Optimization exercise on an open flow, not production practice.
RTL: at most simulated, not proved equivalent.
Power: default activity.

===== flow/design.v =====
package ra_flit_pkg;
	localparam int DATA_WIDTH = 32;
	localparam int VC_BITS = 1;
	localparam int ID_BITS = 4;
	localparam int EXTRA_BITS = 2;
	localparam int TYPE_BITS = 2;
	localparam int FLIT_WIDTH = (2 * ID_BITS) + EXTRA_BITS + TYPE_BITS + VC_BITS + DATA_WIDTH;
	localparam int VC_COUNT = 1 << VC_BITS;
	typedef enum logic [TYPE_BITS-1:0] {
		BODY = 2'd0,
		TAIL = 2'd1,
		HEAD = 2'd2,
		ALL  = 2'd3
	} flit_type_e;
	typedef struct packed {
		logic [ID_BITS-1:0]    dest_id;
		logic [ID_BITS-1:0]    src_id;
		logic [EXTRA_BITS-1:0] sub_flow;
		flit_type_e            flit_type;
		logic [VC_BITS-1:0]    vc;
		logic [DATA_WIDTH-1:0] data;
	} flit_t;
	typedef logic [VC_COUNT-1:0] vc_mask_t;
endpackage
package ra_ctrl_pkg;
	typedef enum logic [2:0] {
		RD_IDLE,
		RD_CHECK_VC,
		RD_CHECK_AGAIN,
		RD_READ_DELAY,
		RD_READ,
		RD_WAIT_RESP
	} reader_state_e;
	typedef enum logic [1:0] {
		SND_IDLE,
		SND_SEARCH,
		SND_READY,
		SND_READY2
	} send_state_e;
	typedef enum logic {
		DLV_IDLE,
		DLV_TAIL
	} deliver_state_e;
endpackage
`timescale 1ns/1ps
module ra_vc_buffer #(
	parameter int VC_DEPTH_BITS = 4
) (
	input  logic        clock,
	input  logic        reset,
	input  logic [44:0] in_flit,
	input  logic        in_valid,
	input  logic        read_en,
	input  logic        read_vc,
	output logic [42:0] read_word,
	output logic [1:0]  empty,
	output logic [1:0]  full
);
	localparam int DEPTH = 1 << VC_DEPTH_BITS;
	localparam int CW = VC_DEPTH_BITS + 1;
	logic acc;
	logic acc_vc;
	logic [42:0] in_word;
	logic [42:0] mem_of [2][DEPTH];
	logic [CW-1:0] fill_of [2];
	assign in_word = {in_flit[44:37], in_flit[35:33], in_flit[31:0]};
	for (genvar v = 0; v < 2; v++) begin : g_chan
		logic [42:0] mem [DEPTH];
		logic [CW-1:0] fill;
		logic acc_hit;
		logic rd_hit;
		logic take;
		assign acc_hit = acc && (acc_vc == v[0]);
		assign rd_hit = read_en && (read_vc == v[0]);
		assign take = in_valid && (in_flit[32] == v[0]) &&
			!((fill == CW'(DEPTH)) && !rd_hit);
		assign empty[v] = (fill == {{(CW-1){1'b0}}, acc_hit});
		assign full[v] = (fill == CW'(DEPTH)) && !acc_hit;
		assign fill_of[v] = fill;
		always_ff @(posedge clock) begin
			if (reset)
				fill <= '0;
			else
				fill <= fill + {{(CW-1){1'b0}}, take} - {{(CW-1){1'b0}}, rd_hit};
		end
		always_ff @(posedge clock) begin
			if (take) begin
				mem[0] <= in_word;
				for (int i = 1; i < DEPTH; i++)
					mem[i] <= mem[i-1];
			end
		end
		for (genvar i = 0; i < DEPTH; i++) begin : g_slot
			assign mem_of[v][i] = mem[i];
		end
	end
	always_ff @(posedge clock) begin
		if (reset)
			acc <= 1'b0;
		else
			acc <= (in_valid && (in_flit[32] == 1'b0) && g_chan[0].take) ||
				(in_valid && (in_flit[32] == 1'b1) && g_chan[1].take);
	end
	always_ff @(posedge clock)
		acc_vc <= in_flit[32];
	logic [42:0] rd_mux;
	always_comb begin
		rd_mux = '0;
		for (int v = 0; v < 2; v++)
			for (int i = 0; i < DEPTH; i++)
				if ((read_vc == v[0]) && (fill_of[v] == CW'(i + 1)))
					rd_mux = rd_mux | mem_of[v][i];
	end
	always_ff @(posedge clock) begin
		if (read_en)
			read_word <= rd_mux;
	end
endmodule
`timescale 1ns/1ps
module ra_msg_stage #(
	parameter int W = 42
) (
	input  logic         clock,
	input  logic         reset,
	input  logic [1:0]   flit_type,
	input  logic [W-1:0] flit_rest,
	input  logic         flit_valid,
	output logic [W:0]   flit0,
	output logic         v0,
	output logic [W-1:0] flit1,
	output logic         v1,
	output logic         ready,
	input  logic         release_pulse
);
	logic load0;
	logic load1;
	logic load_last;
	assign load0 = flit_valid && flit_type[1];
	assign load1 = flit_valid && (flit_type == 2'd1);
	assign load_last = flit_valid && flit_type[0];
	always_ff @(posedge clock) begin
		if (reset) begin
			v0 <= 1'b0;
			v1 <= 1'b0;
			ready <= 1'b0;
		end else begin
			v0 <= load0 ? 1'b1 : (release_pulse ? 1'b0 : v0);
			v1 <= load1 ? 1'b1 : (release_pulse ? 1'b0 : v1);
			ready <= load_last ? 1'b1 : (release_pulse ? 1'b0 : ready);
		end
	end
	always_ff @(posedge clock) begin
		if (load0)
			flit0 <= {flit_rest, flit_type[0]};
		if (load1)
			flit1 <= flit_rest;
	end
endmodule
`timescale 1ns/1ps
module ra_cache_reader (
	input  logic        clock,
	input  logic        reset,
	input  logic [1:0]  empty,
	output logic        read_en,
	output logic        read_vc,
	input  logic [42:0] read_word,
	input  logic        cache_sent,
	output logic [44:0] c_flit_received,
	output logic        cv_rec_flit,
	output logic        c_ready
);
	ra_ctrl_pkg::reader_state_e state;
	logic cur_vc;
	assign read_en = (state == ra_ctrl_pkg::RD_READ_DELAY);
	assign read_vc = cur_vc;
	always_ff @(posedge clock) begin
		if (reset) begin
			state <= ra_ctrl_pkg::RD_IDLE;
			cur_vc <= 1'b0;
			cv_rec_flit <= 1'b0;
			c_ready <= 1'b0;
		end else begin
			case (state)
				ra_ctrl_pkg::RD_IDLE: begin
					cur_vc <= !cur_vc;
					c_ready <= 1'b0;
					state <= ra_ctrl_pkg::RD_CHECK_VC;
				end
				ra_ctrl_pkg::RD_CHECK_VC: begin
					if (!empty[cur_vc])
						state <= ra_ctrl_pkg::RD_READ_DELAY;
					else
						state <= ra_ctrl_pkg::RD_IDLE;
				end
				ra_ctrl_pkg::RD_CHECK_AGAIN: begin
					cv_rec_flit <= 1'b0;
					if (!empty[cur_vc])
						state <= ra_ctrl_pkg::RD_READ_DELAY;
				end
				ra_ctrl_pkg::RD_READ_DELAY: begin
					state <= ra_ctrl_pkg::RD_READ;
				end
				ra_ctrl_pkg::RD_READ: begin
					cv_rec_flit <= 1'b1;
					c_ready <= 1'b1;
					if (read_word[33:32] == 2'd2)
						state <= ra_ctrl_pkg::RD_CHECK_AGAIN;
					else
						state <= ra_ctrl_pkg::RD_WAIT_RESP;
				end
				ra_ctrl_pkg::RD_WAIT_RESP: begin
					cv_rec_flit <= 1'b0;
					if (cache_sent)
						state <= ra_ctrl_pkg::RD_IDLE;
				end
				default: state <= ra_ctrl_pkg::RD_IDLE;
			endcase
		end
	end
	assign c_flit_received = {read_word[42:35], 1'b0, read_word[34:32], cur_vc, read_word[31:0]};
endmodule
`timescale 1ns/1ps
module ra_core_deliver (
	input  logic        clock,
	input  logic        reset,
	input  logic [42:0] in_flit0,
	input  logic        in_v0,
	input  logic [41:0] in_flit1,
	input  logic        in_v1,
	input  logic        in_ready,
	output logic        in_release,
	output logic [44:0] p_flit_received,
	output logic        pv_rec_flit,
	output logic        p_ready
);
	ra_ctrl_pkg::deliver_state_e state;
	logic [41:0] pf_rest;
	logic [1:0] pf_type;
	assign in_release = (state == ra_ctrl_pkg::DLV_IDLE) && in_ready;
	always_ff @(posedge clock) begin
		if (reset) begin
			state <= ra_ctrl_pkg::DLV_IDLE;
			pv_rec_flit <= 1'b0;
			p_ready <= 1'b1;
		end else begin
			case (state)
				ra_ctrl_pkg::DLV_IDLE: begin
					pv_rec_flit <= in_ready && in_v0;
					p_ready <= !(in_ready && in_v1);
					if (in_ready && in_v1)
						state <= ra_ctrl_pkg::DLV_TAIL;
				end
				ra_ctrl_pkg::DLV_TAIL: begin
					pv_rec_flit <= 1'b1;
					p_ready <= 1'b1;
					state <= ra_ctrl_pkg::DLV_IDLE;
				end
				default: state <= ra_ctrl_pkg::DLV_IDLE;
			endcase
		end
	end
	always_ff @(posedge clock) begin
		if (state == ra_ctrl_pkg::DLV_TAIL) begin
			pf_rest <= in_flit1;
			pf_type <= 2'd1;
		end else begin
			pf_rest <= in_flit0[42:1];
			pf_type <= {1'b1, in_flit0[0]};
		end
	end
	assign p_flit_received = {pf_rest[41:34], 1'b1, pf_rest[33], pf_type, pf_rest[32:0]};
endmodule
`timescale 1ns/1ps
module ra_send_arbiter (
	input  logic        clock,
	input  logic        reset,
	input  logic [42:0] c_flit0,
	input  logic [41:0] c_flit1,
	input  logic        c_v1,
	input  logic        c_rdy,
	output logic        c_release,
	input  logic [42:0] p_flit0,
	input  logic [41:0] p_flit1,
	input  logic        p_v1,
	input  logic        p_rdy,
	output logic        p_release,
	input  logic [1:0]  to_core_empty,
	output logic [44:0] from_core_flit,
	output logic        v_from_core,
	output logic        cache_sent
);
	ra_ctrl_pkg::send_state_e state;
	logic free_vc;
	logic send_proc;
	logic cache_go;
	logic proc_go;
	logic [41:0] fo_rest;
	logic [1:0] fo_type;
	assign cache_go = (state == ra_ctrl_pkg::SND_READY) && c_rdy;
	assign proc_go = (state == ra_ctrl_pkg::SND_READY) && !c_rdy && p_rdy;
	assign c_release = (cache_go && !c_v1) ||
		((state == ra_ctrl_pkg::SND_READY2) && !send_proc);
	assign p_release = (proc_go && !p_v1) ||
		((state == ra_ctrl_pkg::SND_READY2) && send_proc);
	assign cache_sent = c_release;
	always_ff @(posedge clock) begin
		if (reset) begin
			state <= ra_ctrl_pkg::SND_IDLE;
			free_vc <= 1'b0;
			send_proc <= 1'b0;
			v_from_core <= 1'b0;
		end else begin
			v_from_core <= 1'b0;
			case (state)
				ra_ctrl_pkg::SND_IDLE: state <= ra_ctrl_pkg::SND_SEARCH;
				ra_ctrl_pkg::SND_SEARCH: begin
					if (|to_core_empty) begin
						free_vc <= to_core_empty[1];
						state <= ra_ctrl_pkg::SND_READY;
					end
				end
				ra_ctrl_pkg::SND_READY: begin
					if (cache_go || proc_go) begin
						v_from_core <= 1'b1;
						send_proc <= proc_go;
						if ((cache_go && c_v1) || (proc_go && p_v1))
							state <= ra_ctrl_pkg::SND_READY2;
						else
							state <= ra_ctrl_pkg::SND_IDLE;
					end
				end
				ra_ctrl_pkg::SND_READY2: begin
					v_from_core <= 1'b1;
					state <= ra_ctrl_pkg::SND_IDLE;
				end
				default: state <= ra_ctrl_pkg::SND_IDLE;
			endcase
		end
	end
	always_ff @(posedge clock) begin
		if (cache_go) begin
			fo_rest <= c_flit0[42:1];
			fo_type <= {1'b1, c_flit0[0]};
		end else if (proc_go) begin
			fo_rest <= p_flit0[42:1];
			fo_type <= {1'b1, p_flit0[0]};
		end else begin
			fo_rest <= send_proc ? p_flit1 : c_flit1;
			fo_type <= 2'd1;
		end
	end
	assign from_core_flit = {fo_rest[41:32], fo_type, free_vc, fo_rest[31:0]};
endmodule
`timescale 1ns/1ps
module ra_packetizer #(
	parameter int VC_DEPTH_BITS = 4
) (
	input  logic        clock,
	input  logic        reset,
	input  logic [44:0] c_flit_to_send,
	input  logic        cv_send_flit,
	output logic [44:0] c_flit_received,
	output logic        cv_rec_flit,
	output logic        c_ready,
	input  logic [44:0] p_flit_to_send,
	input  logic        pv_send_flit,
	output logic [44:0] p_flit_received,
	output logic        pv_rec_flit,
	output logic        p_ready,
	output logic [44:0] from_core_flit,
	output logic        v_from_core,
	output logic [1:0]  from_core_empty,
	output logic [1:0]  from_core_full,
	input  logic [44:0] to_core_flit,
	input  logic        v_to_core,
	input  logic [1:0]  to_core_empty
);
	logic [42:0] cs_flit0, ps_flit0, ks_flit0;
	logic [41:0] cs_flit1, ps_flit1, ks_flit1;
	logic cs_v0, cs_v1, cs_ready, cs_release;
	logic ps_v0, ps_v1, ps_ready, ps_release;
	logic ks_v0, ks_v1, ks_ready, ks_release;
	logic cache_traffic;
	logic core_traffic;
	logic buf_read_en;
	logic buf_read_vc;
	logic [42:0] buf_read_word;
	logic cache_sent;
	assign cache_traffic = v_to_core && !to_core_flit[36];
	assign core_traffic = v_to_core && to_core_flit[36];
	ra_vc_buffer #(
		.VC_DEPTH_BITS(VC_DEPTH_BITS)
	) u_vc_buffer (
		.clock     (clock),
		.reset     (reset),
		.in_flit   (to_core_flit),
		.in_valid  (cache_traffic),
		.read_en   (buf_read_en),
		.read_vc   (buf_read_vc),
		.read_word (buf_read_word),
		.empty     (from_core_empty),
		.full      (from_core_full)
	);
	ra_msg_stage #(.W(42)) u_cache_stage (
		.clock         (clock),
		.reset         (reset),
		.flit_type     (c_flit_to_send[34:33]),
		.flit_rest     ({c_flit_to_send[44:35], c_flit_to_send[31:0]}),
		.flit_valid    (cv_send_flit),
		.flit0         (cs_flit0),
		.v0            (cs_v0),
		.flit1         (cs_flit1),
		.v1            (cs_v1),
		.ready         (cs_ready),
		.release_pulse (cs_release)
	);
	ra_msg_stage #(.W(42)) u_proc_stage (
		.clock         (clock),
		.reset         (reset),
		.flit_type     (p_flit_to_send[34:33]),
		.flit_rest     ({p_flit_to_send[44:35], p_flit_to_send[31:0]}),
		.flit_valid    (pv_send_flit),
		.flit0         (ps_flit0),
		.v0            (ps_v0),
		.flit1         (ps_flit1),
		.v1            (ps_v1),
		.ready         (ps_ready),
		.release_pulse (ps_release)
	);
	ra_msg_stage #(.W(42)) u_core_in_stage (
		.clock         (clock),
		.reset         (reset),
		.flit_type     (to_core_flit[34:33]),
		.flit_rest     ({to_core_flit[44:37], to_core_flit[35], to_core_flit[32:0]}),
		.flit_valid    (core_traffic),
		.flit0         (ks_flit0),
		.v0            (ks_v0),
		.flit1         (ks_flit1),
		.v1            (ks_v1),
		.ready         (ks_ready),
		.release_pulse (ks_release)
	);
	ra_cache_reader u_cache_reader (
		.clock           (clock),
		.reset           (reset),
		.empty           (from_core_empty),
		.read_en         (buf_read_en),
		.read_vc         (buf_read_vc),
		.read_word       (buf_read_word),
		.cache_sent      (cache_sent),
		.c_flit_received (c_flit_received),
		.cv_rec_flit     (cv_rec_flit),
		.c_ready         (c_ready)
	);
	ra_core_deliver u_core_deliver (
		.clock           (clock),
		.reset           (reset),
		.in_flit0        (ks_flit0),
		.in_v0           (ks_v0),
		.in_flit1        (ks_flit1),
		.in_v1           (ks_v1),
		.in_ready        (ks_ready),
		.in_release      (ks_release),
		.p_flit_received (p_flit_received),
		.pv_rec_flit     (pv_rec_flit),
		.p_ready         (p_ready)
	);
	ra_send_arbiter u_send_arbiter (
		.clock          (clock),
		.reset          (reset),
		.c_flit0        (cs_flit0),
		.c_flit1        (cs_flit1),
		.c_v1           (cs_v1),
		.c_rdy          (cs_ready),
		.c_release      (cs_release),
		.p_flit0        (ps_flit0),
		.p_flit1        (ps_flit1),
		.p_v1           (ps_v1),
		.p_rdy          (ps_ready),
		.p_release      (ps_release),
		.to_core_empty  (to_core_empty),
		.from_core_flit (from_core_flit),
		.v_from_core    (v_from_core),
		.cache_sent     (cache_sent)
	);
endmodule

===== flow/constraint.sdc =====
create_clock -name core_clock -period 5.0 [get_ports {clock}]
set_input_delay 1.0000 -clock core_clock [delete_from_list [all_inputs] [get_ports {clock}]]
set_output_delay 1.0000 -clock core_clock [all_outputs]
set_load 0.01 [all_outputs]

===== flow/flow/run.sh =====
#!/bin/bash
# Standard ORFS layout with smaller port buffers and a leaner clock tree.
set -euo pipefail
export BUFFER_PORTS_ARGS="-buffer_cell sky130_fd_sc_hd__buf_1"
export CTS_ARGS="-sink_clustering_enable -repair_clock_nets -dont_use_dummy_load -sink_clustering_size 30 -sink_clustering_max_diameter 80"
bash standard.sh finish > orfs_make.log 2>&1

===== flow/config.mk =====
export PLATFORM = sky130hd
export DESIGN_NAME = ra_packetizer
export DESIGN_NICKNAME = ra_packetizer
export VERILOG_FILES = /design/flow/design.v
export SDC_FILE = /design/flow/constraint.sdc
export NUM_CORES = 4
export LEC_CHECK = 0
export CAP_MARGIN = 0
export CORE_MARGIN = 2
export CORE_UTILIZATION = 65
export PLACE_DENSITY = 0.75
export SLEW_MARGIN = 0

===== flow/standard.sh =====
#!/bin/bash
# synth_recipe.tcl (not shown) runs the flow's synth.tcl, then flattens the netlist and writes it again
# the make line also repeats each setting of config.mk as NAME=value (left out here)
make -C /OpenROAD-flow-scripts/flow DESIGN_CONFIG=/design/flow/config.mk WORK_HOME=/design/flow/orfs CLKGATE_MAP_FILE= SYNTH_SCRIPT=/design/flow/synth_recipe.tcl "${@:-finish}"

==> out/metrics.csv, run 1 <==
metric;value;unit
synthSimpleGateAreaFrac;0.0591;
setup-tns-final;0;ps
gr-total-overflow;0;
synth-xor-area-share;0.00107;
synth_top_family_by_area;compound AO/OA/AOI/OAI gates;
clock_tree.root_cell;clkbuf_16;
p_int;0.0213;W
grt_setup_unrepaired;no;
power_frac_seq;0.623;
wl_per_cell;34.4;µm
fin_crit;4010;ps
synth_mux_area_frac;0.0293;
first_iter_violations;6975;
start_util;0.656;
clkTransAtPathRegs;110;ps
yosysWarnings;9;
ant_nets;0;
die_h;322;µm
p_sw_frac;0.266;
clock-sinks;1795;
slew_headroom;0.0604;
endpoint_kind;register;
gp_congestion;0.897;
yosysUniqueCellTypes;77;
finalHoldViolations;0;
dp_hpwl;107000;µm
core;100000;µm²
vias_per_cell;7.28;
p_per_area;412;nW/µm²
cts_hold_buf;0;
synth-compound-area-share;0.0863;
setup_viol;0;
p_sw;0.00770;W
cap_violations;0;
cp.arrival;4530;ps
final_nets;4066;
cts_buffers;70;
areaGrowthSynthToFinish;7.15;%
peakVddDrop;0.000334;V
drive_gt1_frac;0.0891;
worstSkewPairLatency;700;ps
clkPwrFrac;0.233;
crit_fanout;29;
worst_hold_path_type;reg -> reg;
leakage;22.4;nW
synth-adder-area-share;0.00366;
cp-start-kind;register;
synthesis.area_per_instance;17.9;µm²
vias;38000;
firstDrtPassIters;8;
chipWidth;322;µm
async_flop_share;0;
cts_max_level;3;
postCtsSetupBuffers;0;
nFillCells;6278;
drc_errors;0;
rows;116;
cts_tree;done;
grt_pass1_vias;35900;
finalCritPeriodShare;0.802;
synth_area;65600;µm²
antenna_found_initial;11;
synth-seq-area-share;0.803;
synth-edff-count;1674;
grt_usage;0.343;
die_area;103000;µm²
syn_nets;3833;
ys_ff_latch;1795;
fin_util;0.703;
max_freq;249;MHz
ys.flop_type;edfxtp_1;
syn_inst;3673;
io_buffers;281;
status;timing/DRC/antenna clean;
power_frac_comb;0.144;
finalClockSkew;83.1;ps
cts_resized;0;
clock_path_buffers;3;
worstMarginPinSlew;1410;ps
critPathRequiredTime;5520;ps
ios;286;
critPathKind;reg -> reg;
grt_pass1_wl;251000;µm
grt_max_degree;166;
slew_viol_final;0;
wirelength;179000;µm
-- power groups by stage --
stage,sequential [W],clock [W],combinational [W]
after floorplan,0.0185,0,0.00230
after global placement,0.0183,0,0.00396
after detailed placement,0.0184,0,0.00403
after CTS,0.0180,0.00678,0.00405
after global routing,0.0181,0.00723,0.00432
final,0.0181,0.00674,0.00417
-- stage by stage --
stage                     worst slack [ps]  area, µm²  total power [W]  cells  hold WS, ps
after floorplan                     -10610      65600           0.0208   3673          404
after CTS                             1220      70300           0.0289   5202          422
final                                  990      70300           0.0290   5212          409
after global placement                1270      68500           0.0223   5132          411
after detailed placement              1280      68500           0.0224   5132          416
after global routing                  1080      70300           0.0297   5206          436
-- metal layers --
layer / vias up / share of wire / global-route usage
met4: 4 / 0.042 / 0.126
met2: 3079 / 0.45 / 0.508
li1: 15300 / - / -
met3: 442 / 0.14 / 0.0924
met1: 19100 / 0.37 / 0.498
met5: - / 0.00012 / 0
-- worst paths after layout --
check,from,to,slack (ps),cells past startpoint
worst min register to register,u_vc_buffer.g_chan[0].mem[0][1],u_vc_buffer.g_chan[0].mem[1][1],410,0
worst max-delay path,u_vc_buffer.g_chan[0].fill[0],u_vc_buffer.read_word[40],990,8
worst max register to register,u_vc_buffer.g_chan[0].fill[0],u_vc_buffer.read_word[40],990,8
worst min-delay path,u_vc_buffer.g_chan[0].mem[0][1],u_vc_buffer.g_chan[0].mem[1][1],410,0
-- flip-flops by register name (all words and copies together) (netlist names), 2 cells and up --
name and cells:
u_core_deliver.pf_type 2, u_proc_stage.flit1 42, u_send_arbiter.fo_type 2, u_cache_stage.flit1 42, u_core_in_stage.flit1 42, u_core_in_stage.flit0 43
u_cache_stage.flit0 43, u_cache_reader.state 3, u_vc_buffer.read_word 43, u_proc_stage.flit0 43, u_core_deliver.pf_rest 42, u_send_arbiter.fo_rest 42
u_vc_buffer.g_chan.fill 10, u_vc_buffer.g_chan.mem 1376, u_send_arbiter.state 2
-- cell type report --
type                       count  area, µm²  area share
antenna                       10       25.0    0.000356
multi-input combinational   1630      12000       0.171
clock buffer                  70       1750      0.0249
sequential                  1795      52700       0.750
timing repair buffer         386       2040      0.0291
inverter                      23       86.3     0.00123
tap                         1298       1620      0.0231
-- critical path, cell delays in order (launching register included) --
cell	delay (ps)
dfxtp_4	630
buf_4	660
nand4bb_2	770
buf_4	500
nor2_1	550
buf_4	350
a22o_1	170
nor4_1	60
nand4_1	120
-- cells by family after synthesis --
group                    Yosys count
multiplexers                     181
AND/OR/NAND/NOR                  670
flip-flops                      1795
XOR/XNOR                           8
AO/OA/AOI/OAI                    751
other                              2
adder cells (fa/ha/maj)           18
buffers and inverters            248
-- cell usage in the layout, fill, tap and decap left out, types with 20 or more instances in the layout --
master,n
edfxtp_1,1674
a22oi_1,363
buf_1,281
and3_1,166
dfxtp_1,114
a21oi_1,108
mux2i_1,93
nor2_1,92
buf_4,89
mux2_2,88
nand3_1,79
nand4_1,73
clkbuf_16,70
o22ai_1,58
a221o_1,51
nand2_1,50
a2111oi_0,49
nand2b_1,45
a221oi_1,38
or4_1,24
inv_1,21
a22o_1,20
-- cells in the mapped netlist, drive strengths merged (8+ instances only) --
cell / n / share of area
a22o: 20 / 0.0027
and3: 169 / 0.016
a2111oi: 59 / 0.0088
nand2b: 45 / 0.0043
a221o: 51 / 0.0078
a221oi: 38 / 0.0051
nand2: 51 / 0.0029
clkbuf: 139 / 0.0080
ha: 16 / 0.0031
or4: 24 / 0.0027
nor3b: 8 / 0.00099
nand4: 73 / 0.0070
edfxtp: 1674 / 0.77
or3: 14 / 0.0013
nand3: 79 / 0.0060
mux2i: 93 / 0.014
inv: 22 / 0.0013
a22oi: 363 / 0.042
nor3: 10 / 0.00084
a21oi: 108 / 0.0082
o21ai: 11 / 0.00084
nand3b: 13 / 0.0015
dfxtp: 121 / 0.037
and4: 13 / 0.0017
o22ai: 58 / 0.0055
buf: 86 / 0.0079
and2: 16 / 0.0017
nor2: 114 / 0.0066
mux2: 88 / 0.015
nor2b: 16 / 0.0016
==> run 2: changes to the inputs <==
==> flow/flow/run.sh (replaced) <==
#!/bin/bash
# The standard ORFS layout (standard.sh), changed in three ways only:
#  - synthesis maps logic with an area-oriented ABC script (flow/area.abc);
#    everything else in synthesis is synth_recipe.tcl and ORFS's synth.tcl as they are
#  - port buffers are buf_1
#  - the clock tree uses larger sink clusters and no dummy loads
set -euo pipefail
here=$(pwd)
# ORFS synth.tcl with only its ABC script replaced
sed "s#^source \$::env(SCRIPTS_DIR)/synth_preamble.tcl\$#&\nset abc_args [list -script $here/flow/area.abc {*}\$lib_args {*}\$lib_dont_use_args -constr \$::env(OBJECTS_DIR)/abc.constr]#" \
  "$FLOW_HOME/scripts/synth.tcl" > "$here/area_synth.tcl"
grep -q "flow/area.abc" "$here/area_synth.tcl"
sed "s#^source \$::env(SCRIPTS_DIR)/synth.tcl\$#source $here/area_synth.tcl#" "$here/synth_recipe.tcl" > "$here/area_synth_recipe.tcl"
grep -q "area_synth.tcl" "$here/area_synth_recipe.tcl"
sed "s#SYNTH_SCRIPT=[^ ]*synth_recipe.tcl#SYNTH_SCRIPT=$here/area_synth_recipe.tcl#" "$here/standard.sh" > "$here/area_standard.sh"
grep -q "area_synth_recipe.tcl" "$here/area_standard.sh"
export BUFFER_PORTS_ARGS="-buffer_cell sky130_fd_sc_hd__buf_1"
export CTS_ARGS="-sink_clustering_enable -repair_clock_nets -dont_use_dummy_load -sink_clustering_size 30 -sink_clustering_max_diameter 80"
bash "$here/area_standard.sh" finish > "$here/orfs_make.log" 2>&1
==> flow/flow/area.abc (new file) <==
strash
&get -n
&st
&syn2
&dch
&nf -R 1000
&st
&syn2
&dch
&nf -R 1000
&put
topo
==> flow/config.mk (replaced) <==
export PLATFORM = sky130hd
export DESIGN_NAME = ra_packetizer
export DESIGN_NICKNAME = ra_packetizer
export VERILOG_FILES = /design/flow/design.v
export SDC_FILE = /design/flow/constraint.sdc
export NUM_CORES = 4
export LEC_CHECK = 0
export CAP_MARGIN = 20
export CORE_MARGIN = 2
export CORE_UTILIZATION = 70
export PLACE_DENSITY = 0.8
export SLEW_MARGIN = 20
==> run 2 against run 1 <==
Against the previous run: largest cell class unchanged; largest power group unchanged; utilization is 6.7 points higher; clock skew is 12 ps lower; critical path type unchanged; clock-buffer cell count stayed put; cell count is 12% lower; register-to-register slack better by 460 ps; first-iteration DRC count is 8.2% higher; final area is 4.7% lower; power is 6.2% lower; fmax is 13% higher; routed wire length is 13% lower; flip-flop and latch count stayed put; die area is 13% lower.
==> out/metrics.csv, run 2 <==
metric;value;unit
fin_crit;3550;ps
worstSkewPairLatency;680;ps
ant_nets;0;
cp-start-kind;register;
status;timing/DRC/antenna clean;
vias;35000;
yosysUniqueCellTypes;45;
multi_input_area;9050;µm²
worst_hold_path_type;reg -> reg;
drive_gt1_frac;0.0564;
cts_tree;done;
cts_max_level;3;
syn_inst;3013;
grt_pass1_wl;224000;µm
cap_violations;0;
max_freq;281;MHz
ios;286;
firstDrtPassIters;11;
areaGrowthSynthToFinish;8.65;%
r2r_slack;1450;ps
final_nets;3600;
cp_slowest_cell;nor2_4;
p_per_area;406;nW/µm²
postCtsSetupBuffers;0;
synth_top_area_share;0.815;
finalHoldViolations;0;
mostFrequentLayoutCell;edfxtp_1;
hold_start;u_vc_buffer.g_chan[1].mem[2][5];
power;0.0272;W
most-common-layout-cells;1,674 x edfxtp_1, 281 x buf_1, 258 x a222oi_1, 184 x a22oi_1, 131 x nand2_1;
cp_cell_sequence;clkinv_1 -> or3_1 -> nor2_4 -> buf_4 -> a222oi_1 -> nand4_1 -> or3_1;
instances_no_fill;4594;
synth_area;61700;µm²
post-synth-top-count-cell;edfxtp_1;
cts_resized;0;
io_buffers;281;
clock_path_buffers;3;
design_area;67000;µm²
clock-sinks;1795;
regMostFlops;u_vc_buffer.g_chan.mem;
cts_hold_buf;0;
drc_errors;0;
r2r_end;u_vc_buffer.read_word[9];
synth-edff-count;1674;
leakage;20.9;nW
synthesis.area_per_instance;20.5;µm²
crit_path_frequent_cell;or3_1;
dp_hpwl;88600;µm
cts_buffers;70;
die_h;301;µm
vias_per_cell;7.62;
endpoint_kind;register;
synth_top_area_cell;edfxtp_1;
rows;108;
setup-tns-final;0;ps
grt_pass1_vias;34400;
slew_viol_final;0;
antenna_found_initial;1;
finalClockSkew;70.6;ps
holdWs;435;ps
holdPathEnd;u_vc_buffer.g_chan[1].mem[3][5];
ys_ff_latch;1795;
chipWidth;301;µm
grt_setup_unrepaired;no;
cp.arrival;4030;ps
clkTransAtPathRegs;110;ps
hold_path_depth;0;
critPathRequiredTime;5470;ps
syn_nets;3173;
slew_headroom;0.162;
largest_reg_flops;1376;
reg2reg_from;u_vc_buffer.g_chan[1].fill[1];
grt_usage;0.343;
wirelength;157000;µm
peakVddDrop;0.000385;V
gp_congestion;0.889;
ys.flop_type;edfxtp_1;
synthTopCellsByCount;1,674 x edfxtp_1, 258 x a222oi_1, 184 x a22oi_1, 131 x nand2_1, 121 x dfxtp_1;
wl_per_cell;34.1;µm
post-place-cells;4522;
seq_area;52700;µm²
clock_tree.root_cell;clkbuf_16;
synth-seq-area-share;0.855;
placed_area;65200;µm²
die_area;90500;µm²
start_util;0.708;
core;87000;µm²
finalCritPeriodShare;0.711;
crit_fanout;23;
yosysWarnings;9;
grt_max_degree;208;
gr-total-overflow;0;
nFillCells;4568;
async_flop_share;0;
critPathKind;reg -> reg;
worstMarginPinSlew;1250;ps
rr_worst_depth;7;
cpPeakStageDelay;940;ps
first_iter_violations;7547;
setup_viol;0;
synthTopCellsByArea;edfxtp_1 82%, a222oi_1 4.2%, dfxtp_1 3.9%;
run 2: cells by family (layout without fill, tap and decap cells):
kind of cell | after synthesis | count (layout) | share of synthesized area
buffers and inverters | 27 | 452 | 0.00189
AND/OR/NAND/NOR | 433 | 433 | 0.0353
XOR/XNOR | 11 | 11 | 0.00156
other | 2 | 3 | 0.000122
multiplexers | 85 | 85 | 0.0147
AO/OA/AOI/OAI | 642 | 642 | 0.0880
flip-flops | 1795 | 1795 | 0.855
adder cells (fa/ha/maj) | 18 | 18 | 0.00390
run 2: area by class of cell:
type / count / share of cell area
Sequential cell: 1795 / 0.787
Multi-Input combinational cell: 1191 / 0.135
Timing Repair Buffer: 359 / 0.0292
Clock buffer: 70 / 0.0261
Tap cell: 1155 / 0.0216
Inverter: 23 / 0.00131
Antenna cell: 1 / 0.0000374
run 2: worst max path at each step:
stage	startpoint	end	slack (ps)	cells past startpoint
floorplan	v_to_core	u_vc_buffer.g_chan[0].fill[4]	-15600	11
global placement	v_to_core	u_vc_buffer.g_chan[1].fill[4]	1530	12
detailed placement	v_to_core	u_vc_buffer.g_chan[1].mem[14][12]	1560	5
CTS	u_vc_buffer.g_chan[1].fill[1]	u_vc_buffer.read_word[9]	1540	7
global route	u_vc_buffer.g_chan[1].fill[1]	u_vc_buffer.read_word[9]	1370	7
finish	u_vc_buffer.g_chan[1].fill[1]	u_vc_buffer.read_word[9]	1450	7
run 2: worst max-delay path: cells and delay by family, from the launching register on:
kind / cells / cell delay [ps]
flip-flops: 1 / 490
buffers and inverters: 2 / 830
AND/OR/NAND/NOR: 4 / 1870
AO/OA/AOI/OAI: 1 / 180
run 2: power by group:
group / switching (W) / internal, W
Sequential: 0.000508 / 0.0175
Combinational: 0.00174 / 0.000746
Clock: 0.00411 / 0.00254
Total: 0.00635 / 0.0208
run 2: layer usage:
layer	global-route usage	up-vias	share of wire
met5	0	-	0
met4	0.151	0	0.052
met3	0.0868	584	0.15
met2	0.531	3487	0.46
met1	0.473	17100	0.33
li1	-	13800	-
run 2: through the flow:
step	util	setup WS [ps]
finish	0.770	1450
global route	0.770	1370
CTS	0.769	1540
detailed placement	0.749	1560
global placement	0.749	1530
floorplan	-	-15600
==> run 3: changes to the inputs <==
--- a/flow/flow/run.sh
+++ b/flow/flow/run.sh
@@ -15,5 +15,5 @@
 sed "s#SYNTH_SCRIPT=[^ ]*synth_recipe.tcl#SYNTH_SCRIPT=$here/area_synth_recipe.tcl#" "$here/standard.sh" > "$here/area_standard.sh"
 grep -q "area_synth_recipe.tcl" "$here/area_standard.sh"
 export BUFFER_PORTS_ARGS="-buffer_cell sky130_fd_sc_hd__buf_1"
-export CTS_ARGS="-sink_clustering_enable -repair_clock_nets -dont_use_dummy_load -sink_clustering_size 30 -sink_clustering_max_diameter 80"
+export CTS_ARGS="-sink_clustering_enable -repair_clock_nets -dont_use_dummy_load -buf_list sky130_fd_sc_hd__clkbuf_8 -sink_clustering_size 18 -sink_clustering_max_diameter 60"
 bash "$here/area_standard.sh" finish > "$here/orfs_make.log" 2>&1
==> run 3 against run 2 <==
Against the previous run: non-clock buffer count stayed put; combinational power hardly changed; routed wire length is 0.30% lower; largest power group unchanged.
==> out/metrics.csv, run 3 <==
metric;value;unit
leakage;20.8;nW
dr_wl_met3;24900;µm
firstDrtPassIters;9;
antenna_found_initial;2;
rows;108;
synth_area;61700;µm²
gp_congestion;0.889;
drc_errors;0;
p_int;0.0203;W
die_area;90500;µm²
placed_area;65200;µm²
setup_viol;0;
ios;286;
design_area;66800;µm²
endpoint_kind;register;
yosysWarnings;9;
chipWidth;301;µm
worst_hold_path_type;in -> reg;
syn_inst;3013;
clkTransAtPathRegs;110;ps
p_per_area;400;nW/µm²
postCtsSetupBuffers;0;
critPathRequiredTime;5620;ps
top_layer;met4;
peakVddDrop;0.000340;V
cts_buffers;114;
status;timing/DRC/antenna clean;
r2r_slack;1460;ps
synth-seq-area-share;0.855;
fin_util;0.768;
async_flop_share;0;
drive_gt1_frac;0.0684;
cap_violations;0;
synth_top_area_share;0.815;
cts_resized;0;
seq_area;52700;µm²
syn_nets;3173;
max_freq;282;MHz
ant_nets;0;
most-common-layout-cells;1,674 x edfxtp_1, 281 x buf_1, 258 x a222oi_1, 184 x a22oi_1, 131 x nand2_1;
clock-sinks;1795;
synthesis.area_per_instance;20.5;µm²
vias;35000;
finalCritPeriodShare;0.708;
p_sw;0.00640;W
grt_setup_unrepaired;no;
crit_fanout;23;
largest_reg_flops;1376;
cp_slowest_cell;nor2_4;
ys.flop_type;edfxtp_1;
cts_max_level;3;
cp-start-kind;register;
setup-tns-final;0;ps
r2r_end;u_vc_buffer.read_word[9];
slew_headroom;0.152;
cp.arrival;4160;ps
hold_path_depth;1;
grt_max_degree;208;
p_sw_frac;0.239;
crit_path_frequent_cell;or3_1;
hold_start;c_flit_to_send[38];
worstMarginPinSlew;1270;ps
cts_tree;done;
final_nets;3644;
worstSkewPairLatency;820;ps
grt_pass1_vias;34700;
dp_hpwl;88600;µm
slew_viol_final;0;
wl_met2;72100;µm
critPathKind;reg -> reg;
yosysUniqueCellTypes;45;
nFillCells;4620;
synth-edff-count;1674;
rr_worst_depth;7;
finalClockSkew;76.3;ps
cts_hold_buf;0;
wl_met1;52100;µm
start_util;0.708;
reg2reg_from;u_vc_buffer.g_chan[1].fill[1];
holdPathEnd;u_cache_stage.flit1[35];
power_frac_seq;0.675;
core;87000;µm²
clock_path_buffers;3;
gr-total-overflow;0;
io_buffers;281;
clkPwrFrac;0.232;
cp_cell_sequence;clkinv_1 -> or3_1 -> nor2_4 -> buf_4 -> a222oi_1 -> nand4_1 -> or3_1;
fin_crit;3540;ps
areaGrowthSynthToFinish;8.36;%
vias_per_cell;7.54;
wl_per_cell;33.7;µm
cpPeakStageDelay;960;ps
grt_usage;0.343;
mostFrequentLayoutCell;edfxtp_1;
wirelength;156000;µm
synth_top_area_cell;edfxtp_1;
ys_ff_latch;1795;
first_iter_violations;7608;
die_h;301;µm
grt_pass1_wl;224000;µm
regMostFlops;u_vc_buffer.g_chan.mem;
synthTopCellsByArea;edfxtp_1 82%, a222oi_1 4.2%, dfxtp_1 3.9%;
power_frac_comb;0.093;
post-synth-top-count-cell;edfxtp_1;
clock_tree.root_cell;clkbuf_8;
multi_input_area;9050;µm²
finalHoldViolations;0;
synthTopCellsByCount;1,674 x edfxtp_1, 258 x a222oi_1, 184 x a22oi_1, 131 x nand2_1, 121 x dfxtp_1;
run 3: how the worst max path moves through the flow:
stage / startpoint / endpoint / slack (ps) / cells after the start
after detailed placement: v_to_core / u_vc_buffer.g_chan[1].mem[14][12] / 1560 / 5
after global placement: v_to_core / u_vc_buffer.g_chan[1].fill[4] / 1530 / 12
after floorplan: v_to_core / u_vc_buffer.g_chan[0].fill[4] / -15600 / 11
after global routing: u_vc_buffer.g_chan[1].fill[1] / u_vc_buffer.read_word[9] / 1430 / 7
after CTS: u_vc_buffer.g_chan[1].fill[1] / u_vc_buffer.read_word[9] / 1600 / 7
final: u_vc_buffer.g_chan[1].fill[1] / u_vc_buffer.read_word[9] / 1460 / 7
run 3: routing by layer:
layer,track usage,vias to the layer above
li1,-,13900
met1,0.472,17100
met2,0.528,3479
met3,0.0966,507
met4,0.143,0
met5,0,-
run 3: through the flow:
stage | hold WS, ps | setup WS (ps) | power [W] | std cells
after global placement | 428 | 1530 | 0.0206 | 4521
after global routing | 373 | 1430 | 0.0274 | 4638
final | 401 | 1460 | 0.0267 | 4639
after detailed placement | 432 | 1560 | 0.0208 | 4522
after CTS | 358 | 1600 | 0.0267 | 4636
after floorplan | 406 | -15600 | 0.0199 | 3013
run 3: power by group through the flow:
stage	Combinational [W]	Clock, W	Sequential (W)
3_5_place_dp	0.00243	0	0.0183
5_1_grt	0.00262	0.00670	0.0181
4_1_cts	0.00244	0.00622	0.0180
6_report	0.00248	0.00620	0.0180
2_1_floorplan	0.00131	0	0.0186
3_3_place_gp	0.00233	0	0.0183
run 3: cell type report:
type,instances,area share
flip-flops and latches,1795,0.789
diodes,2,0.0000749
well taps,1155,0.0216
multi-input cells,1191,0.135
inverters,23,0.00131
clock buffers,114,0.0235
repair buffers,359,0.0293
run 3: cell families after synthesis:
group / count (synthesis) / share of synthesized area
compound gates: 642 / 0.0880
xor+xnor: 11 / 0.00156
other cells: 2 / 0.000122
mux: 85 / 0.0147
flops: 1795 / 0.855
fa+ha+maj: 18 / 0.00390
simple gates: 433 / 0.0353
buf+inv: 27 / 0.00189
run 3: worst max-delay path, delay by kind of cell, from the launching register on:
| kind | cells | cell delay [ps] |
|---|---|---|
| buf+inv | 2 | 820 |
| simple gates | 4 | 1890 |
| compound gates | 1 | 180 |
| flops | 1 | 480 |
==> run 4: changes to the inputs <==
--- a/flow/config.mk
+++ b/flow/config.mk
@@ -5,8 +5,8 @@
 export SDC_FILE = /design/flow/constraint.sdc
 export NUM_CORES = 4
 export LEC_CHECK = 0
-export CAP_MARGIN = 20
+export CAP_MARGIN = 10
 export CORE_MARGIN = 2
 export CORE_UTILIZATION = 70
 export PLACE_DENSITY = 0.8
-export SLEW_MARGIN = 20
+export SLEW_MARGIN = 10
==> run 4 against run 3 <==
Against the previous run: still clean on timing, DRC and antenna; clock skew rose by 28 ps; fmax fell by 0.96%; synthesized area did not move; clock power barely moved; combinational power barely moved; die area did not move; non-clock buffer count fell by 1; register-to-register slack got worse by 30 ps; clock-buffer cell count did not move; sequential power barely moved; sequential share of layout area barely moved; power barely moved; critical path type unchanged; largest cell class unchanged.
==> out/metrics.csv, run 4 <==
metric;value;unit
synth-edff-count;1674;
clock_tree.root_cell;clkbuf_8;
yosysWarnings;9;
wl_per_cell;33.7;µm
finalClockSkew;105;ps
vias;35000;
finalHoldViolations;0;
critPathKind;reg -> reg;
ys_ff_latch;1795;
status;timing/DRC/antenna clean;
slew_viol_final;0;
crit_fanout;23;
finalCritPeriodShare;0.715;
cp.arrival;4170;ps
chipWidth;301;µm
synthTopCellsByCount;1,674 x edfxtp_1, 258 x a222oi_1, 184 x a22oi_1, 131 x nand2_1, 121 x dfxtp_1;
regMostFlops;u_vc_buffer.g_chan.mem;
cap_violations;0;
grt_setup_unrepaired;no;
critical-path-top-delay-family;simple AND/OR/NAND/NOR gates;
synth_top_area_cell;edfxtp_1;
grt_pass1_vias;34800;
cp_slowest_cell;nor2_4;
die_area;90500;µm²
wirelength;156000;µm
ys.flop_type;edfxtp_1;
yosysUniqueCellTypes;45;
gr-total-overflow;0;
worstMarginPinSlew;1290;ps
postCtsSetupBuffers;0;
critPathBufInv;2;
synthTopCellsByArea;edfxtp_1 82%, a222oi_1 4.2%, dfxtp_1 3.9%;
dp_hpwl;88500;µm
instances_no_fill;4638;
start_util;0.708;
setup-tns-final;0;ps
setup_viol;0;
vias_per_cell;7.55;
async_flop_share;0;
areaGrowthSynthToFinish;8.30;%
grt_use_met1;0.471;
endpoint_kind;register;
syn_nets;3173;
peakVddDrop;0.000298;V
slew_headroom;0.136;
grt_pass1_wl;224000;µm
use_met2;0.526;
core;87000;µm²
drive_gt1_frac;0.0678;
clock-sinks;1795;
grt_usage;0.343;
cp_cell_sequence;clkinv_1 -> or3_1 -> nor2_4 -> buf_4 -> a222oi_1 -> nand3_1 -> nor4_1 -> nand2_1;
grt_use_met3;0.0947;
die_h;301;µm
syn_inst;3013;
p_per_area;400;nW/µm²
critPathRequiredTime;5590;ps
worstSkewPairLatency;800;ps
most-common-layout-cells;1,674 x edfxtp_1, 281 x buf_1, 258 x a222oi_1, 184 x a22oi_1, 131 x nand2_1;
cpPeakStageDelay;980;ps
worst_hold_path_type;reg -> reg;
ant_nets;0;
power;0.0267;W
rows;108;
mostFrequentLayoutCell;edfxtp_1;
gp_congestion;0.889;
clock_path_buffers;3;
drc_errors;0;
synth_area;61700;µm²
post-synth-top-count-cell;edfxtp_1;
max_freq;280;MHz
antenna_found_initial;1;
ios;286;
synthesis.area_per_instance;20.5;µm²
grt.busiest_layer;met2;
synth_top_area_share;0.815;
synth-seq-area-share;0.855;
grt_max_degree;208;
final_nets;3643;
fin_util;0.767;
cts_tree;done;
cts_max_level;3;
cts_resized;0;
clkTransAtPathRegs;110;ps
cp-start-kind;register;
fin_crit;3570;ps
cts_hold_buf;0;
io_buffers;281;
leakage;20.8;nW
first_iter_violations;7214;
largest_reg_flops;1376;
post-place-cells;4521;
firstDrtPassIters;10;
cts_buffers;114;
[run 4: cell counts after synthesis]
No cell type changed its count.
[run 4: kinds of logic (layout without fill, tap and decap cells)]
kind of cell,Yosys count,count (layout),share of synthesized area
muxes,85,85,0.0147
AOI/OAI and AO/OA,642,642,0.0880
xor gates and xnor gates,11,11,0.00156
adders and majority gates,18,18,0.00390
DFF,1795,1795,0.855
other,2,4,0.000122
buffers and inverters,27,495,0.00189
and+or+nand+nor,433,433,0.0353
[run 4: routing by layer]
metal / part of all wire / wire [µm] / up-vias
li1: - / - / 13900
met1: 0.33 / 51600 / 17000
met2: 0.46 / 71900 / 3563
met3: 0.16 / 24800 / 543
met4: 0.050 / 7830 / 0
met5: 0 / 0 / -
[run 4: stage by stage]
step | hold slack, ps | cell area (µm²) | setup WS (ps)
global placement | 428 | 65200 | 1530
global route | 351 | 66800 | 1400
floorplan | 406 | 61700 | -15600
detailed placement | 432 | 65200 | 1540
finish | 388 | 66800 | 1430
CTS | 333 | 66700 | 1630
[run 4: worst paths after layout]
| path | startpoint | cells after the start | slack [ps] | end |
|---|---|---|---|---|
| worst max-delay path | u_vc_buffer.g_chan[1].fill[1] | 8 | 1430 | u_vc_buffer.read_word[39] |
| worst min-delay path | u_vc_buffer.g_chan[0].mem[2][12] | 0 | 390 | u_vc_buffer.g_chan[0].mem[3][12] |
| worst max register to register | u_vc_buffer.g_chan[1].fill[1] | 8 | 1430 | u_vc_buffer.read_word[39] |
| worst min register to register | u_vc_buffer.g_chan[0].mem[2][12] | 0 | 390 | u_vc_buffer.g_chan[0].mem[3][12] |
[run 4: power by group]
| part | switching, W | internal, W | leakage [nW] | total, W |
|---|---|---|---|---|
| Sequential | 0.000502 | 0.0175 | 16.4 | 0.0180 |
| Clock | 0.00416 | 0.00204 | 0.820 | 0.00620 |
| Combinational | 0.00173 | 0.000742 | 3.61 | 0.00247 |
| Total | 0.00639 | 0.0203 | 20.8 | 0.0267 |
[run 4: area by class of cell]
cell class                      instances  area [µm²]
Sequential cell                      1795       52700
Antenna cell                            2        5.00
Inverter                               23        87.6
Fill cell                            4601       20300
Timing Repair Buffer                  358        1920
Multi-Input combinational cell       1191        9050
Clock buffer                          114        1570
Tap cell                             1155        1450
[run 4: worst register-to-register path, delay by kind of cell (launching register included)]
| family | cells | cell delay, ps |
|---|---|---|
| simple gates | 5 | 1900 |
| flops | 1 | 470 |
| buf+inv | 2 | 830 |
| compound gates | 1 | 230 |
==> run 5: changes to the inputs <==
==> flow/config.mk (replaced) <==
export PLATFORM = sky130hd
export DESIGN_NAME = ra_packetizer
export DESIGN_NICKNAME = ra_packetizer
export VERILOG_FILES = /design/flow/design.v
export SDC_FILE = /design/flow/constraint.sdc
export NUM_CORES = 4
export LEC_CHECK = 0
export CAP_MARGIN = 0
export CORE_MARGIN = 2
export CORE_UTILIZATION = 75
export PLACE_DENSITY = 0.85
export SLEW_MARGIN = 0
==> run 5 against run 4 <==
Against the previous run: worst hold slack better by 14 ps; fmax up 1.1%; critical endpoint is now u_vc_buffer.read_word[35]; global-route usage up 3.1 points; clock-buffer cell count down 1; die area down 6.6%; sequential power about the same; register-to-register slack better by 40 ps; still clean on timing, DRC and antenna; first-iteration DRC count up 11%.
==> out/metrics.csv, run 5 <==
metric;value;unit
slew_headroom;0.175;
crit_fanout;23;
hold_path_depth;1;
rr_worst_depth;7;
dp_hpwl;90800;µm
core;81700;µm²
cts_hold_buf;0;
fin_util;0.815;
synth_area;61700;µm²
grt_pass1_wl;229000;µm
wl_per_cell;35.1;µm
setup_viol;0;
cts_tree;done;
critPathKind;reg -> reg;
hold_start;c_flit_to_send[13];
worst_hold_path_type;in -> reg;
die_area;84500;µm²
rows;105;
gp_congestion;0.908;
start_util;0.754;
holdPathEnd;u_cache_stage.flit1[13];
cts_max_level;3;
first_iter_violations;7997;
cts_buffers;113;
synth-xor-area-share;0.00156;
firstDrtPassIters;10;
synthTopCellsByArea;edfxtp_1 82%, a222oi_1 4.2%, dfxtp_1 3.9%;
critPathRequiredTime;5500;ps
clkTransAtPathRegs;110;ps
cp_slowest_cell;dfxtp_1;
syn_nets;3173;
ant_nets;0;
synth_top_family_by_area;compound AO/OA/AOI/OAI gates;
synth-seq-area-share;0.855;
ys.flop_type;edfxtp_1;
postCtsSetupBuffers;0;
finalHoldViolations;0;
synthTopCellsByCount;1,674 x edfxtp_1, 258 x a222oi_1, 184 x a22oi_1, 131 x nand2_1, 121 x dfxtp_1;
synth_top_area_share;0.815;
cap_violations;0;
synth-adder-area-share;0.00390;
cp_cell_sequence;nor2_1 -> and3_2 -> buf_4 -> a22o_1 -> a221oi_1 -> nand4_1 -> or3_1;
synth_top_area_cell;edfxtp_1;
grt_max_degree;207;
cp-start-kind;register;
synthSimpleGateAreaFrac;0.0353;
synth_mux_area_frac;0.0147;
wirelength;160000;µm
r2r_end;u_vc_buffer.read_word[35];
yosysWarnings;9;
cts_resized;0;
finalClockSkew;67.8;ps
synth-compound-area-share;0.0880;
areaGrowthSynthToFinish;8.01;%
gr-total-overflow;0;
grt_usage;0.374;
dp_slack;1610;ps
mostFrequentLayoutCell;edfxtp_1;
drive_gt1_frac;0.0683;
post-synth-top-count-cell;edfxtp_1;
largest_reg_flops;1376;
leakage;20.8;nW
endpoint_kind;register;
p_per_area;402;nW/µm²
chipWidth;291;µm
power;0.0268;W
clock_path_buffers;3;
io_buffers;281;
cpPeakStageDelay;680;ps
worst_slack;1460;ps
reg2reg_from;u_cache_reader.cur_vc;
finalCritPeriodShare;0.707;
synth-edff-count;1674;
r2r_slack;1460;ps
peakVddDrop;0.000307;V
vias_per_cell;7.81;
max_freq;283;MHz
setup-tns-final;0;ps
die_h;291;µm
status;timing/DRC/antenna clean;
vias;35600;
fin_crit;3540;ps
antenna_found_initial;3;
final_nets;3645;
grt_pass1_vias;35100;
clock-sinks;1795;
synthesis.area_per_instance;20.5;µm²
slew_viol_final;0;
worstMarginPinSlew;1240;ps
syn_inst;3013;
clock_tree.root_cell;clkbuf_8;
drc_errors;0;
ys_ff_latch;1795;
most-common-layout-cells;1,674 x edfxtp_1, 281 x buf_1, 258 x a222oi_1, 184 x a22oi_1, 131 x nand2_1;
worstSkewPairLatency;790;ps
regMostFlops;u_vc_buffer.g_chan.mem;
cp.arrival;4040;ps
grt_setup_unrepaired;no;
ios;286;
yosysUniqueCellTypes;45;
async_flop_share;0;
-- run 5: cell counts after synthesis --
No cell type changed its count.
-- run 5: area by class of cell --
class	instances	area, µm²
inverter	23	87.6
tap	1070	1340
fill	3652	15100
multi-input combinational	1191	9040
antenna	2	5.00
timing repair buffer	361	1870
sequential	1795	52700
clock buffer	113	1560
-- run 5: critical path: cells and delay by family (launching register included) --
family	cells	cell delay [ps]
buffers and inverters	1	490
AND/OR/NAND/NOR	4	1510
flip-flops	1	680
AO/OA/AOI/OAI	2	570
-- run 5: cells by family (layout without fill, tap and decap cells) --
| family | count (synthesis) | count (layout) |
|---|---|---|
| compound gates | 642 | 642 |
| other cells | 2 | 4 |
| xor+xnor | 11 | 11 |
| buf+inv | 27 | 497 |
| fa+ha+maj | 18 | 18 |
| mux | 85 | 85 |
| simple gates | 433 | 433 |
| flops | 1795 | 1795 |
-- run 5: how the worst max path moves through the flow --
stage | startpoint | end
floorplan | v_to_core | u_vc_buffer.g_chan[0].fill[4]
global placement | to_core_flit[32] | u_vc_buffer.g_chan[1].fill[4]
detailed placement | u_cache_reader.cur_vc | u_vc_buffer.read_word[35]
CTS | u_cache_reader.cur_vc | u_vc_buffer.read_word[35]
global route | u_cache_reader.cur_vc | u_vc_buffer.read_word[19]
finish | u_cache_reader.cur_vc | u_vc_buffer.read_word[35]
-- run 5: metal layers --
layer  track usage  part of all wire  vias up
li1              -                 -    13900
met1         0.511              0.32    17100
met2         0.576              0.46     3945
met3         0.116              0.18      607
met4         0.148             0.047        2
met5             0          0.000069        -
-- run 5: where the power goes --
part,leakage (nW),switching [W],internal (W)
sequential,16.4,0.000517,0.0175
clock,0.812,0.00418,0.00202
combinational,3.61,0.00179,0.000742
-- run 5: per-stage QoR --
step	hold WS, ps	area [µm²]	std cells
after detailed placement	428	65000	4440
after global placement	423	65000	4440
final	401	66600	4555
after floorplan	406	61700	3013
after CTS	368	66600	4553
after global routing	372	66600	4555
==> run 6: changes to the inputs <==
--- a/flow/design.v
+++ b/flow/design.v
@@ -83,11 +83,12 @@
 			else
 				fill <= fill + {{(CW-1){1'b0}}, take} - {{(CW-1){1'b0}}, rd_hit};
 		end
-		always_ff @(posedge clock) begin
-			if (take) begin
-				mem[0] <= in_word;
-				for (int i = 1; i < DEPTH; i++)
-					mem[i] <= mem[i-1];
+		for (genvar i = 0; i < DEPTH; i++) begin : g_shift
+			logic move;
+			assign move = take && (fill >= CW'(i));
+			always_ff @(posedge clock) begin
+				if (move)
+					mem[i] <= (i == 0) ? in_word : mem[(i == 0) ? 0 : i - 1];
 			end
 		end
 		for (genvar i = 0; i < DEPTH; i++) begin : g_slot
--- a/flow/flow/run.sh
+++ b/flow/flow/run.sh
@@ -15,5 +15,5 @@
 sed "s#SYNTH_SCRIPT=[^ ]*synth_recipe.tcl#SYNTH_SCRIPT=$here/area_synth_recipe.tcl#" "$here/standard.sh" > "$here/area_standard.sh"
 grep -q "area_synth_recipe.tcl" "$here/area_standard.sh"
 export BUFFER_PORTS_ARGS="-buffer_cell sky130_fd_sc_hd__buf_1"
-export CTS_ARGS="-sink_clustering_enable -repair_clock_nets -dont_use_dummy_load -buf_list sky130_fd_sc_hd__clkbuf_8 -sink_clustering_size 18 -sink_clustering_max_diameter 60"
+export CTS_ARGS="-sink_clustering_enable -repair_clock_nets -dont_use_dummy_load -sink_clustering_size 30 -sink_clustering_max_diameter 80"
 bash "$here/area_standard.sh" finish > "$here/orfs_make.log" 2>&1
==> run 6 against run 5 <==
Against the previous run: sequential power about the same; die area increased by 1.4%; synthesized area increased by 1.4%; worst hold slack improved by 43 ps; clock-buffer cell count decreased by 43; register-to-register slack got worse by 870 ps; cell count increased by 5.0%; critical path depth increased by 1; power increased by 5.8%; fmax decreased by 20%; flip-flop and latch count unchanged; routed wire length increased by 26%; highest routed layer unchanged.
==> out/metrics.csv, run 6 <==
metric;value;unit
status;timing/DRC/antenna clean;
post-synth-top-count-cell;edfxtp_1;
ios;286;
vias;40500;
areaGrowthSynthToFinish;9.59;%
slew_headroom;0.0664;
chipWidth;293;µm
post-place-cells;4710;
nFillCells;3616;
ys.flop_type;edfxtp_1;
grt_pass1_vias;39900;
worst_slack;597;ps
finalClockSkew;68.3;ps
grt_max_degree;79;
drive_gt1_frac;0.0685;
clkTransAtPathRegs;110;ps
clock-sinks;1795;
most-common-layout-cells;1,674 x edfxtp_1, 281 x buf_1, 260 x a222oi_1, 251 x nand2_1, 132 x a21oi_1;
worstMarginPinSlew;1400;ps
start_util;0.760;
grt_setup_unrepaired;no;
synth_top_area_share;0.804;
syn_inst;3256;
grt_usage;0.469;
die_h;293;µm
wirelength;202000;µm
dp_slack;1020;ps
cts_tree;done;
gr-total-overflow;0;
finalCritPeriodShare;0.881;
synthesis.area_per_instance;19.2;µm²
vias_per_cell;8.46;
ant_nets;0;
cp-start-kind;register;
antenna_found_initial;3;
worstSkewPairLatency;680;ps
peakVddDrop;0.000373;V
synth_top_area_cell;edfxtp_1;
postCtsSetupBuffers;0;
worst_hold_path_type;reg -> reg;
synth-seq-area-share;0.843;
holdWs;444;ps
ys_ff_latch;1795;
die_area;85700;µm²
setup-tns-final;0;ps
multi_input_area;10300;µm²
finalHoldViolations;0;
critPathKind;reg -> reg;
io_buffers;281;
async_flop_share;0;
max_freq;227;MHz
regMostFlops;u_vc_buffer.g_chan.mem;
instances_no_fill;4783;
r2r_slack;600;ps
critPathRequiredTime;5370;ps
p_per_area;414;nW/µm²
synthTopCellsByCount;1,674 x edfxtp_1, 260 x a222oi_1, 252 x nand2_1, 144 x a21oi_1, 143 x nor2_1;
rows;105;
synthTopCellsByArea;edfxtp_1 80%, a222oi_1 4.2%, dfxtp_1 3.9%;
cts_resized;0;
seq_area;52700;µm²
yosysUniqueCellTypes;46;
power;0.0284;W
cts_max_level;3;
firstDrtPassIters;14;
cap_violations;0;
slew_viol_final;0;
largest_reg_flops;1376;
clock_path_buffers;3;
drc_errors;0;
yosysWarnings;9;
wl_per_cell;42.2;µm
cts_buffers;70;
setup_viol;0;
fin_crit;4400;ps
dp_hpwl;107000;µm
synth_area;62500;µm²
clock_tree.root_cell;clkbuf_16;
mostFrequentLayoutCell;edfxtp_1;
leakage;21.4;nW
cp.arrival;4770;ps
synth-edff-count;1674;
crit_fanout;19;
endpoint_kind;register;
cts_hold_buf;0;
grt_pass1_wl;279000;µm
syn_nets;3429;
first_iter_violations;10800;
final_nets;3885;
core;82200;µm²
gp_congestion;0.927;
[run 6: cell types whose count changed in the layout (fill, tap and decap cells not counted), moves of 70 or more]
cell       before  now
nand2_1       131  251
a21oi_1        33  132
clkbuf_16       0   70
clkbuf_8      113    0
a22oi_1       184  111
nor2_1         43  120
[run 6: critical path, stage by stage (launching register included)]
cell,delay (ps)
dfxtp_1,770
clkinv_1,550
ha_1,450
and3_2,570
buf_4,420
a222oi_1,350
nand3_1,120
a2111oi_0,590
nand4_1,240
[run 6: power by group]
part | switching (W) | internal [W]
clock | 0.00420 | 0.00254
combinational | 0.00260 | 0.000944
sequential | 0.000577 | 0.0175
total | 0.00738 | 0.0210
[run 6: metrics by stage]
step / instance area, µm² / util
after floorplan: 62500 / -
after global placement: 66700 / 0.812
after detailed placement: 66700 / 0.812
after CTS: 68500 / 0.833
after global routing: 68500 / 0.833
final: 68500 / 0.833
[run 6: cell families (layout without fill, tap and decap cells)]
| kind of cell | Yosys count | count (layout) | share of synthesized area |
|---|---|---|---|
| flops | 1795 | 1795 | 0.843 |
| compound gates | 682 | 682 | 0.0879 |
| mux | 85 | 85 | 0.0145 |
| other cells | 2 | 5 | 0.000120 |
| fa+ha+maj | 31 | 31 | 0.00645 |
| xor+xnor | 3 | 3 | 0.000420 |
| simple gates | 630 | 630 | 0.0458 |
| buf+inv | 28 | 482 | 0.00192 |
[run 6: layout make-up]
cell class | count | area share
timing repair buffer | 388 | 0.0337
antenna | 3 | 0.000110
multi-input combinational | 1433 | 0.151
clock buffer | 70 | 0.0256
tap | 1070 | 0.0195
inverter | 24 | 0.00132
sequential | 1795 | 0.769
[run 6: path summary, 6_finish.rpt]
kind	from	to	depth (start not counted)
max	u_vc_buffer.g_chan[1].fill[4]	u_vc_buffer.read_word[9]	8
min reg2reg	u_vc_buffer.g_chan[1].mem[2][22]	u_vc_buffer.g_chan[1].mem[3][22]	0
min	u_vc_buffer.g_chan[1].mem[2][22]	u_vc_buffer.g_chan[1].mem[3][22]	0
max reg2reg	u_vc_buffer.g_chan[1].fill[4]	u_vc_buffer.read_word[9]	8
[run 6: metal layers]
metal  wire, µm  track usage
met3      41500        0.195
met2      86800        0.695
met5        104      0.00794
met4      16100        0.260
met1      57300        0.595
==> run 7: changes to the inputs <==
--- a/flow/design.v
+++ b/flow/design.v
@@ -83,12 +83,11 @@
 			else
 				fill <= fill + {{(CW-1){1'b0}}, take} - {{(CW-1){1'b0}}, rd_hit};
 		end
-		for (genvar i = 0; i < DEPTH; i++) begin : g_shift
-			logic move;
-			assign move = take && (fill >= CW'(i));
-			always_ff @(posedge clock) begin
-				if (move)
-					mem[i] <= (i == 0) ? in_word : mem[(i == 0) ? 0 : i - 1];
+		always_ff @(posedge clock) begin
+			if (take) begin
+				mem[0] <= in_word;
+				for (int i = 1; i < DEPTH; i++)
+					mem[i] <= mem[i-1];
 			end
 		end
 		for (genvar i = 0; i < DEPTH; i++) begin : g_slot
--- a/flow/flow/run.sh
+++ b/flow/flow/run.sh
@@ -15,5 +15,5 @@
 sed "s#SYNTH_SCRIPT=[^ ]*synth_recipe.tcl#SYNTH_SCRIPT=$here/area_synth_recipe.tcl#" "$here/standard.sh" > "$here/area_standard.sh"
 grep -q "area_synth_recipe.tcl" "$here/area_standard.sh"
 export BUFFER_PORTS_ARGS="-buffer_cell sky130_fd_sc_hd__buf_1"
-export CTS_ARGS="-sink_clustering_enable -repair_clock_nets -dont_use_dummy_load -sink_clustering_size 30 -sink_clustering_max_diameter 80"
+export CTS_ARGS="-sink_clustering_enable -repair_clock_nets -dont_use_dummy_load -buf_list sky130_fd_sc_hd__clkbuf_4 -sink_clustering_size 10 -sink_clustering_max_diameter 40"
 bash "$here/area_standard.sh" finish > "$here/orfs_make.log" 2>&1
==> flow/config.mk (replaced) <==
export PLATFORM = sky130hd
export DESIGN_NAME = ra_packetizer
export DESIGN_NICKNAME = ra_packetizer
export VERILOG_FILES = /design/flow/design.v
export SDC_FILE = /design/flow/constraint.sdc
export NUM_CORES = 4
export LEC_CHECK = 0
export CAP_MARGIN = 20
export CORE_MARGIN = 2
export CORE_UTILIZATION = 70
export PLACE_DENSITY = 0.8
export SLEW_MARGIN = 20
==> run 7 against run 6 <==
Against the previous run: highest routed layer unchanged; critical path type is now reg -> out; die area is 5.6% higher; cell count about the same; clock-buffer cell count rose by 134; largest cell class unchanged; final area down 1.8%.
==> out/metrics.csv, run 7 <==
metric;value;unit
drive_gt1_frac;0.0906;
p_per_area;399;nW/µm²
cts_max_level;4;
synthesis.area_per_instance;20.5;µm²
critPathKind;reg -> out;
synthTopCellsByArea;edfxtp_1 82%, a222oi_1 4.2%, dfxtp_1 3.9%;
ios;286;
gp_congestion;0.889;
finalCritPeriodShare;0.732;
io_buffers;281;
slew_viol_final;0;
worstSkewPairLatency;1240;ps
cpPeakStageDelay;670;ps
rows;108;
postCtsSetupBuffers;0;
grt_pass1_vias;36100;
antenna_found_initial;5;
nFillCells;4584;
gr-total-overflow;0;
synthTopCellsByCount;1,674 x edfxtp_1, 258 x a222oi_1, 184 x a22oi_1, 131 x nand2_1, 121 x dfxtp_1;
hold_path_depth;1;
syn_inst;3013;
die_area;90500;µm²
first_iter_violations;7653;
cp_slowest_cell;nor4b_1;
synth-seq-area-share;0.855;
reg2reg_from;u_vc_buffer.g_chan[1].fill[1];
grt_setup_unrepaired;no;
post-synth-top-count-cell;edfxtp_1;
cts_buffers;204;
ys_ff_latch;1795;
vias;36000;
regMostFlops;u_vc_buffer.g_chan.mem;
final_nets;3783;
largest_reg_flops;1376;
yosysUniqueCellTypes;45;
most-common-layout-cells;1,674 x edfxtp_1, 281 x buf_1, 258 x a222oi_1, 204 x clkbuf_4, 184 x a22oi_1;
dp_hpwl;88600;µm
clock_tree.root_cell;clkbuf_4;
setup_viol;0;
chipWidth;301;µm
synth_area;61700;µm²
leakage;21.1;nW
hold_start;p_flit_to_send[39];
clock-sinks;1795;
use_met2;0.538;
async_flop_share;0;
setup-tns-final;0;ps
cts_resized;0;
firstDrtPassIters;10;
grt_usage;0.354;
peakVddDrop;0.000279;V
cap_violations;0;
instances_no_fill;4786;
core;87000;µm²
r2r_slack;1440;ps
areaGrowthSynthToFinish;9.13;%
ant_nets;0;
rr_worst_depth;8;
endpoint_kind;output pin;
start_util;0.708;
synth_top_area_share;0.815;
mostFrequentLayoutCell;edfxtp_1;
grt_use_met3;0.0986;
r2r_end;u_vc_buffer.read_word[39];
cts_tree;done;
synth_top_area_cell;edfxtp_1;
holdPathEnd;u_proc_stage.flit0[37];
finalHoldViolations;0;
ys.flop_type;edfxtp_1;
yosysWarnings;9;
worstMarginPinSlew;1260;ps
slew_headroom;0.161;
critPathRequiredTime;4000;ps
grt.busiest_layer;met2;
grt_pass1_wl;230000;µm
clock_path_buffers;3;
clkTransAtPathRegs;110;ps
cp-start-kind;register;
status;timing/DRC/antenna clean;
finalClockSkew;146;ps
grt_max_degree;208;
drc_errors;0;
worst_hold_path_type;in -> reg;
wl_per_cell;33.5;µm
vias_per_cell;7.53;
max_freq;273;MHz
syn_nets;3173;
cp_cell_sequence;clkinv_1 -> ha_1 -> nor4b_1 -> buf_1;
die_h;301;µm
crit_fanout;3;
wirelength;160000;µm
post-place-cells;4522;
synth-edff-count;1674;
cp.arrival;2660;ps
grt_use_met1;0.483;
fin_crit;3660;ps
## run 7: changes by cell type after synthesis, sizes merged, moves of 11 or more
cell	before	now
ha	29	16
a22oi	111	184
or4	2	23
nand3	64	81
a211oi	15	3
o21ai	18	41
nor2	143	63
nand2	252	131
nand4	78	67
a21oi	144	33
nor3	19	6
## run 7: worst max path at each step
| stage | start | endpoint | cells past startpoint |
|---|---|---|---|
| after floorplan | v_to_core | u_vc_buffer.g_chan[0].fill[4] | 11 |
| after CTS | u_vc_buffer.g_chan[1].fill[2] | from_core_empty[1] | 4 |
| after global routing | u_vc_buffer.acc_vc | from_core_empty[1] | 4 |
| after detailed placement | v_to_core | u_vc_buffer.g_chan[1].mem[14][12] | 5 |
| after global placement | v_to_core | u_vc_buffer.g_chan[1].fill[4] | 12 |
| final | u_vc_buffer.g_chan[1].fill[2] | from_core_empty[1] | 4 |
## run 7: layout make-up
cell class                      count  area [µm²]  area share
Antenna cell                       10        25.0    0.000372
Clock buffer                      204        1530      0.0228
Inverter                           23        87.6     0.00130
Multi-Input combinational cell   1191        9050       0.134
Sequential cell                  1795       52700       0.783
Tap cell                         1155        1450      0.0215
Timing Repair Buffer              408        2450      0.0364
## run 7: worst max-delay path: cells and delay by family (launching register included)
| kind | cells | cell delay (ps) |
|---|---|---|
| AND/OR/NAND/NOR | 1 | 670 |
| flip-flops | 1 | 350 |
| buffers and inverters | 2 | 310 |
| adder cells (fa/ha/maj) | 1 | 200 |
## run 7: routing by layer
| layer | wire length (µm) | part of all wire | up-vias |
|---|---|---|---|
| met1 | 53000 | 0.33 | 17500 |
| met4 | 8130 | 0.051 | 2 |
| met5 | 26 | 0.00016 | - |
| li1 | - | - | 14200 |
| met2 | 73700 | 0.46 | 3700 |
| met3 | 25500 | 0.16 | 594 |
## run 7: cells by family after synthesis
logic type | synth area share
adders and majority gates | 0.00390
muxes | 0.0147
buffers and inverters | 0.00189
and+or+nand+nor | 0.0353
xor gates and xnor gates | 0.00156
DFF | 0.855
other | 0.000122
AOI/OAI and AO/OA | 0.0880
## run 7: through the flow
| step | hold slack (ps) | area [µm²] | total power [W] | utilization | worst slack [ps] |
|---|---|---|---|---|---|
| 2_1_floorplan | 406 | 61700 | 0.0199 | - | -15600 |
| 3_3_place_gp | 428 | 65200 | 0.0206 | 0.749 | 1530 |
| 3_5_place_dp | 432 | 65200 | 0.0208 | 0.749 | 1560 |
| 4_1_cts | 1.37 | 67200 | 0.0268 | 0.773 | 1310 |
| 5_1_grt | 34.1 | 67300 | 0.0276 | 0.773 | 1310 |
| 6_report | 53.2 | 67300 | 0.0268 | 0.773 | 1340 |
## run 7: power by group
group,switching (W),internal [W]
Combinational,0.00175,0.000771
Clock,0.00439,0.00187
Sequential,0.000510,0.0175
Total,0.00666,0.0202
## run 7: what timing repair did
action,4_1_cts,5_1_grt
hold buffers,49,0
setup endpoints to repair,0,0
endpoints found under the hold margin,91,0
